Context: an optimization exercise on an open-source flow, tuned for small area, a short achievable clock period and few clock cycles per item. The choices shown serve that exercise and are no tape-out recipe. No functional check of the RTL was part of this run. No activity file was given, so power comes from the tool's default toggle rates.

[design.v]
package mips_pkg;
    typedef logic [31:0] word_t;       
    typedef logic [4:0]  reg_addr_t;   
    localparam int REG_COUNT = 32;     
    localparam logic [5:0] OP_RTYPE = 6'h00;
    localparam logic [5:0] OP_J     = 6'h02;
    localparam logic [5:0] OP_BEQ   = 6'h04;
    localparam logic [5:0] OP_ADDI  = 6'h08;
    localparam logic [5:0] OP_LW    = 6'h23;
    localparam logic [5:0] OP_SW    = 6'h2b;
    localparam logic [5:0] FN_ADD = 6'h20;
    localparam logic [5:0] FN_SUB = 6'h22;
    localparam logic [5:0] FN_AND = 6'h24;
    localparam logic [5:0] FN_OR  = 6'h25;
    localparam logic [5:0] FN_SLT = 6'h2a;
endpackage
`timescale 1ns/1ps
module reg_file
(
    input  logic        clk,
    input  logic        reset,
    input  logic [4:0]  rs_addr,
    input  logic [4:0]  rt_addr,
    input  logic        wr_en,       
    input  logic [4:0]  wr_addr,
    input  logic [31:0] wr_data,
    output logic [31:0] rs_data,
    output logic [31:0] rt_data
);
    logic [31:1][31:0] regs;
    logic [31:1]       valid;
    logic [31:1]       we;
    logic [31:1]       sel_s, sel_t;
    always_comb begin
        for (int i = 1; i < 32; i++) begin
            we[i]    = wr_en && (wr_addr == 5'(i));
            sel_s[i] = valid[i] && (rs_addr == 5'(i));
            sel_t[i] = valid[i] && (rt_addr == 5'(i));
        end
    end
    always_ff @(posedge clk) begin
        for (int i = 1; i < 32; i++) begin
            if (we[i]) regs[i] <= wr_data;
        end
    end
    always_ff @(posedge clk) begin
        if (reset) valid <= '0;
        else       valid <= valid | we;
    end
    always_comb begin
        rs_data = '0;
        rt_data = '0;
        for (int i = 1; i < 32; i++) begin
            rs_data = rs_data | ({32{sel_s[i]}} & regs[i]);
            rt_data = rt_data | ({32{sel_t[i]}} & regs[i]);
        end
    end
endmodule
`timescale 1ns/1ps
module data_mem
#(
    parameter int WORDS = 64,
    parameter int AW    = $clog2(WORDS)
) (
    input  logic          clk,
    input  logic          reset,
    input  logic [AW-1:0] rd_addr,
    output logic [31:0]   rd_data,
    input  logic          wr_en,
    input  logic [AW-1:0] wr_addr,
    input  logic [31:0]   wr_data
);
    logic [WORDS-1:0][31:0] mem;
    logic [WORDS-1:0]       valid;
    logic [WORDS-1:0]       sel;
    logic [WORDS-1:0]       we;
    always_comb begin
        for (int i = 0; i < WORDS; i++) begin
            sel[i] = valid[i] && (rd_addr == AW'(i));
            we[i]  = wr_en && (wr_addr == AW'(i));
        end
    end
    always_ff @(posedge clk) begin
        for (int i = 0; i < WORDS; i++) begin
            if (we[i]) mem[i] <= wr_data;
        end
    end
    always_ff @(posedge clk) begin
        if (reset) valid <= '0;
        else       valid <= valid | we;
    end
    always_comb begin
        rd_data = '0;
        for (int i = 0; i < WORDS; i++) begin
            rd_data = rd_data | ({32{sel[i]}} & mem[i]);
        end
    end
endmodule
`timescale 1ns/1ps
import mips_pkg::*;
module mips_core
#(
    parameter logic [31:0] RESET_PC   = 32'h0000_0000,
    parameter int          DMEM_WORDS = 64
) (
    input  logic        clk,
    input  logic        reset,
    output logic [31:0] imem_addr,
    input  logic [31:0] imem_data,
    output logic        wb_en,
    output logic [4:0]  wb_addr,
    output logic [31:0] wb_data
);
    localparam int DAW = $clog2(DMEM_WORDS);
    localparam int PW  = 5;          
    logic [31:2] pc;
    logic [31:2] pc4;
    logic [31:2] f_btarget;
    logic        f_is_j, f_beq, f_pt;
    logic [PW-1:0] f_idx;
    logic [(1<<PW)-1:0] bp;
    logic        stall;
    logic        e_redirect;
    logic [31:2] e_alt;
    assign imem_addr = {pc, 2'b00};
    assign f_is_j    = (imem_data[31:26] == OP_J);
    assign f_beq     = (imem_data[31:26] == OP_BEQ);
    assign f_idx     = pc[PW+1:2];
    assign f_pt      = f_beq && (imem_data[25:21] == imem_data[20:16] || bp[f_idx]);
    logic [31:18] hi_p1, hi_m1;
    always_comb begin
        for (int i = 2; i < 32; i++)
            pc4[i] = pc[i] ^ (&(pc[31:2] | ~((30'd1 << (i - 2)) - 30'd1)));
        for (int i = 18; i < 32; i++) begin
            hi_p1[i] = pc[i] ^ (&(pc[31:18] | ~((14'd1 << (i - 18)) - 14'd1)));
            hi_m1[i] = pc[i] ^ (&(~pc[31:18] | ~((14'd1 << (i - 18)) - 14'd1)));
        end
    end
    logic [17:0] bt_lo;
    logic        s_p1, s_m1, s_0;
    assign bt_lo = {1'b0, pc[17:2], 1'b1} + {1'b0, imem_data[15:0], 1'b1};
    assign s_p1  = !imem_data[15] &&  bt_lo[17];
    assign s_m1  =  imem_data[15] && !bt_lo[17];
    assign s_0   = !(s_p1 || s_m1);
    assign f_btarget[17:2]  = bt_lo[16:1];
    assign f_btarget[31:18] = ({14{s_p1}} & hi_p1) | ({14{s_m1}} & hi_m1) | ({14{s_0}} & pc[31:18]);
    logic [31:2] seq_pc, f_tgt, pc_next;
    logic        f_take;
    assign seq_pc  = stall ? pc : pc4;
    assign f_take  = !stall && (f_is_j || f_pt);
    assign f_tgt   = f_is_j ? {pc4[31:28], imem_data[25:0]} : f_btarget;
    assign pc_next = e_redirect ? e_alt : (f_take ? f_tgt : seq_pc);
    always_ff @(posedge clk) begin
        if (reset) pc <= RESET_PC[31:2];
        else       pc <= pc_next;
    end
    logic        d_valid, d_pt;
    logic [31:0] d_ir;
    logic [31:2] d_alt;
    logic [PW-1:0] d_idx;
    always_ff @(posedge clk) begin
        if (reset || e_redirect) d_valid <= 1'b0;
        else if (!stall)         d_valid <= 1'b1;
    end
    always_ff @(posedge clk) begin
        if (!stall) begin
            d_ir  <= imem_data;
            d_alt <= f_pt ? pc4 : f_btarget;
            d_pt  <= f_pt;
            d_idx <= f_idx;
        end
    end
    logic [5:0]  d_op, d_fn;
    logic [4:0]  d_rs, d_rt, d_rd, d_dest;
    logic        d_rtype, d_rtype_ok, d_addi, d_lw, d_sw, d_beq, d_write;
    logic        d_use_rs, d_use_rt;
    logic [31:0] rf_rs, rf_rt, d_a, d_b;
    assign d_op = d_ir[31:26];
    assign d_fn = d_ir[5:0];
    assign d_rs = d_ir[25:21];
    assign d_rt = d_ir[20:16];
    assign d_rd = d_ir[15:11];
    assign d_rtype    = (d_op == OP_RTYPE);
    assign d_rtype_ok = d_rtype &&
                        (d_fn == FN_ADD || d_fn == FN_SUB || d_fn == FN_AND ||
                         d_fn == FN_OR  || d_fn == FN_SLT);
    assign d_addi   = (d_op == OP_ADDI);
    assign d_lw     = (d_op == OP_LW);
    assign d_sw     = (d_op == OP_SW);
    assign d_beq    = (d_op == OP_BEQ);
    assign d_write  = d_rtype_ok || d_addi || d_lw;
    assign d_dest   = d_rtype_ok ? d_rd : d_rt;
    assign d_use_rs = d_rtype_ok || d_addi || d_lw || d_sw || d_beq;
    assign d_use_rt = d_rtype_ok || d_sw || d_beq;
    logic        e_kill, e_lw, e_live, m_live;
    logic [4:0]  e_dest, m_dest;
    logic        e_lw_ok, e_live_ok;
    assign e_lw_ok   = e_lw && !e_kill;
    assign e_live_ok = e_live && !e_kill;
    logic [4:0]  wi_addr;
    logic [31:0] wi_data;
    assign stall = d_valid && e_lw_ok && e_live &&
                   ((d_use_rs && e_dest == d_rs) || (d_use_rt && e_dest == d_rt));
    reg_file u_rf (
        .clk     (clk),
        .reset   (reset),
        .rs_addr (d_rs),
        .rt_addr (d_rt),
        .wr_en   (wi_addr != 5'd0),
        .wr_addr (wi_addr),
        .wr_data (wi_data),
        .rs_data (rf_rs),
        .rt_data (rf_rt)
    );
    assign d_a = (wi_addr == d_rs) ? wi_data : rf_rs;
    assign d_b = (wi_addr == d_rt) ? wi_data : rf_rt;
    logic        e_write, e_sw, e_beq;
    logic        e_add, e_sub, e_and, e_or, e_slt;
    logic        e_sa_m, e_sa_w, e_sa_r;
    logic        e_sb_mp, e_sb_mn, e_sb_wp, e_sb_wn, e_sb_r;
    logic [31:0] e_a, e_bx;
    logic [7:0]  e_imm8;
    logic        e_pt;
    logic [PW-1:0] e_idx;
    logic        d_sub, d_imm_src, d_fm_s, d_fm_t, d_fw_s, d_fw_t;
    logic [31:0] d_imm;
    assign d_sub     = d_rtype_ok && (d_fn == FN_SUB);
    assign d_imm_src = d_addi || d_lw;
    assign d_imm     = {{16{d_ir[15]}}, d_ir[15:0]};
    assign d_fm_s    = e_live_ok && !e_lw && (e_dest == d_rs);
    assign d_fm_t    = e_live_ok && !e_lw && (e_dest == d_rt);
    assign d_fw_s    = m_live && (m_dest == d_rs);
    assign d_fw_t    = m_live && (m_dest == d_rt);
    always_ff @(posedge clk) begin
        if (reset || !d_valid || stall) begin
            e_write <= 1'b0;
            e_live  <= 1'b0;
            e_lw    <= 1'b0;
            e_sw    <= 1'b0;
            e_beq   <= 1'b0;
        end else begin
            e_write <= d_write;
            e_live  <= d_write && (d_dest != 5'd0);
            e_lw    <= d_lw;
            e_sw    <= d_sw;
            e_beq   <= d_beq;
        end
    end
    always_ff @(posedge clk) begin
        e_kill  <= e_redirect;
        e_add   <= !(d_rtype_ok && (d_fn == FN_SUB || d_fn == FN_AND ||
                                    d_fn == FN_OR  || d_fn == FN_SLT));
        e_sub   <= d_sub;
        e_and   <= d_rtype_ok && (d_fn == FN_AND);
        e_or    <= d_rtype_ok && (d_fn == FN_OR);
        e_slt   <= d_rtype_ok && (d_fn == FN_SLT);
        e_sa_m  <= d_fm_s;
        e_sa_w  <= !d_fm_s && d_fw_s;
        e_sa_r  <= !d_fm_s && !d_fw_s;
        e_sb_mp <= !d_imm_src && d_fm_t && !d_sub;
        e_sb_mn <= !d_imm_src && d_fm_t && d_sub;
        e_sb_wp <= !d_imm_src && !d_fm_t && d_fw_t && !d_sub;
        e_sb_wn <= !d_imm_src && !d_fm_t && d_fw_t && d_sub;
        e_sb_r  <= d_imm_src || (!d_fm_t && !d_fw_t);
        e_dest  <= d_dest;
        e_a     <= d_a;
        e_bx    <= (d_imm_src ? d_imm : d_b) ^ {32{d_sub}};
        e_imm8  <= d_ir[7:0];
        e_alt   <= d_alt;
        e_pt    <= d_pt;
        e_idx   <= d_idx;
    end
    logic [31:0] m_res;
    logic [31:0] a, bx, sum, alu;
    logic [7:0]  maddr;
    logic        slt, e_eq;
    assign a  = ({32{e_sa_m}} & m_res) | ({32{e_sa_w}} & wi_data) | ({32{e_sa_r}} & e_a);
    assign bx = ({32{e_sb_mp}} & m_res)   | ({32{e_sb_mn}} & ~m_res) |
                ({32{e_sb_wp}} & wi_data) | ({32{e_sb_wn}} & ~wi_data) |
                ({32{e_sb_r}}  & e_bx);
    logic [32:0] sum1;
    assign sum1  = {a, 1'b1} + {bx, e_sub};    
    assign sum   = sum1[32:1];
    assign slt   = $signed(a) < $signed(bx);
    assign maddr = a[7:0] + e_imm8;
    assign alu  = ({32{e_add | e_sub}} & sum) | ({32{e_and}} & (a & bx)) |
                  ({32{e_or}} & (a | bx)) | {31'd0, e_slt & slt};
    assign e_eq       = (a == bx);
    assign e_redirect = e_beq && !e_kill && (e_eq != e_pt);
    logic        m_write, m_lw, m_bpw, m_bpv;
    logic [DAW-1:0] m_addr;
    logic [PW-1:0]  m_bpi;
    always_ff @(posedge clk) begin
        if (reset) begin
            m_write <= 1'b0;
            m_live  <= 1'b0;
            m_bpw   <= 1'b0;
        end else begin
            m_write <= e_write && !e_kill;
            m_live  <= e_live_ok;
            m_bpw   <= e_beq && !e_kill;
        end
    end
    always_ff @(posedge clk) begin
        m_lw   <= e_lw;
        m_dest <= e_dest;
        m_res  <= alu;
        m_addr <= maddr[DAW+1:2];
        m_bpi  <= e_idx;
        m_bpv  <= e_eq;
    end
    always_ff @(posedge clk) begin
        if (reset)      bp <= '0;
        else if (m_bpw) bp[m_bpi] <= m_bpv;
    end
    logic [31:0] ld;
    data_mem #(.WORDS(DMEM_WORDS)) u_dmem (
        .clk     (clk),
        .reset   (reset),
        .rd_addr (m_addr),
        .rd_data (ld),
        .wr_en   (e_sw && !e_kill),
        .wr_addr (maddr[DAW+1:2]),
        .wr_data (bx)
    );
    logic [31:0] m_val;
    assign m_val = m_lw ? ld : m_res;
    always_ff @(posedge clk) begin
        if (reset) wb_en <= 1'b0;
        else       wb_en <= m_write;
    end
    always_ff @(posedge clk) begin
        wb_addr <= m_dest;
        wb_data <= m_val;
    end
    always_ff @(posedge clk) begin
        if (reset || !m_live) begin
            wi_addr <= '0;
            wi_data <= '0;
        end else begin
            wi_addr <= m_dest;
            wi_data <= m_val;
        end
    end
endmodule
[run.sh]
#!/bin/bash
# synth_recipe.tcl (not shown) runs the flow's synth.tcl, then flattens the netlist and writes it again
# the make line also repeats each setting of config.mk as NAME=value (left out here)
make -C /OpenROAD-flow-scripts/flow DESIGN_CONFIG=/design/flow/config.mk WORK_HOME=/design/flow/orfs CLKGATE_MAP_FILE= SYNTH_SCRIPT=/design/flow/synth_recipe.tcl finish
[config.mk]
export PLATFORM = sky130hd
export DESIGN_NAME = mips_core
export DESIGN_NICKNAME = mips_core
export VERILOG_FILES = /design/flow/design.v
export SDC_FILE = /design/flow/constraint.sdc
export NUM_CORES = 4
export LEC_CHECK = 0
export CAP_MARGIN = 20
export CORE_MARGIN = 2
export CORE_UTILIZATION = 35
export CTS_CLUSTER_DIAMETER = 60
export CTS_CLUSTER_SIZE = 30
export SETUP_SLACK_MARGIN = 4.7
export SLEW_MARGIN = 20
[constraint.sdc]
create_clock -name core_clock -period 8.0 [get_ports {clk}]
set_input_delay 1.6000 -clock core_clock [delete_from_list [all_inputs] [get_ports {clk}]]
set_output_delay 1.6000 -clock core_clock [all_outputs]
set_load 0.01 [all_outputs]
==> notes.md <==
power by group through the flow:
stage          Clock [uW]  Sequential [uW]  Combinational [uW]
2_1_floorplan           0            20300                 425
3_3_place_gp            0            20400                 763
3_5_place_dp            0            20400                 769
4_1_cts             12000            19900                1130
how the worst max path moves through the flow:
stage / startpoint / endpoint / cells after the start
CTS: imem_data[0] / pc[31] / 21
detailed placement: imem_data[0] / pc[25] / 23
global placement: imem_data[0] / pc[25] / 23
floorplan: imem_data[0] / pc[29] / 18
what timing repair did:
action / 4_1_cts
gates cloned: 230
endpoints found under the setup margin: 2387
pin swaps: 369
buffers inserted: 815
gates resized for setup: 1978
cells by family after synthesis:
family / synth area share [%]
buf+inv: 2.41
mux: 0.666
compound gates: 14.7
simple gates: 7.33
fa+ha+maj: 1.25
xor+xnor: 0.872
flops: 72.8
other cells: 0.00268
stage by stage:
step	instance area [um^2]	total power (uW)	util, %	cells	worst slack [ns]
after global placement	149000	21200	37.6	14400	1.50
after floorplan	141000	20800	-	9311	3.12
after CTS	178000	33100	45.0	15800	3.77
after detailed placement	149000	21200	37.7	14400	1.76
==> out/metrics.sh <==
SYNTH_FLOP_CELL='edfxtp_1'
CTS_ROOT_BUF='clkbuf_16'
COUNT_OF_FLIP_FLOPS_WITH_A_BUILT_IN_ENABLE_AFTER_SYNTHESIS=3108
PIN_COUNT_OF_THE_BIGGEST_NET_ENTERING_GLOBAL_ROUTING=87
POST_SYNTH_INST_COUNT=9310
SYNTH.AVG_CELL_AREA_UM2=15.0
CTS_MAX_PATH_BUFFERS=4
IOPINCOUNT=104
NUM_ROWS=231
SYNTH.CELL_AREA_MM2=0.140
RUN_STATUS='stopped before the end'
SYNTH_CELL_TYPES=101
CTS.HOLD.BUFFERS_ADDED=0
H-TREE-DEPTH=4
PLACE_HPWL_MM=391
SYNTH_COMMONEST_CELLS='3,108 x edfxtp_1, 974 x a22oi_1, 486 x clkbuf_1'
YOSYS.AREA.TOP_TYPE='edfxtp_1'
ERROR_LINE='[ERROR RSZ-0074] Failed to build tree from global routes for pin 'place963/X' and net 'net962' at grid (300150, 265650): found route to 12 pins, expected 13'
CTS_INSERTED_BUFFERS=193
SEQUENTIAL_FRACTION_OF_THE_SYNTHESIS_AREA_PCT=72.8
DIE_WIDTH_UM=636
YOSYS.AREA.TOP_TYPE_SHARE_PCT=66.8
COUNT_LEADER_SYNTH='edfxtp_1'
SYNTH_SEQ_CELLS=3526
YOSYSWARNINGCOUNT=3
CTS.SINKS=3526
FLOORPLAN.INITIALDENSITY_PCT=35.2
SYNTH_TOP_CELLS_BY_AREA='edfxtp_1 67%, dfxtp_1 6.0%, a22oi_1 5.2%, a221oi_1 2.5%, a22o_1 2.5%'
FP.DIEH_UM=636
FINALWEIGHTEDCONGESTION=0.988
ASYNCSETRESETFLOPFRACSYNTH_PCT=0
PORTBUFFERS=101
HALTSTAGE='5_1_grt'
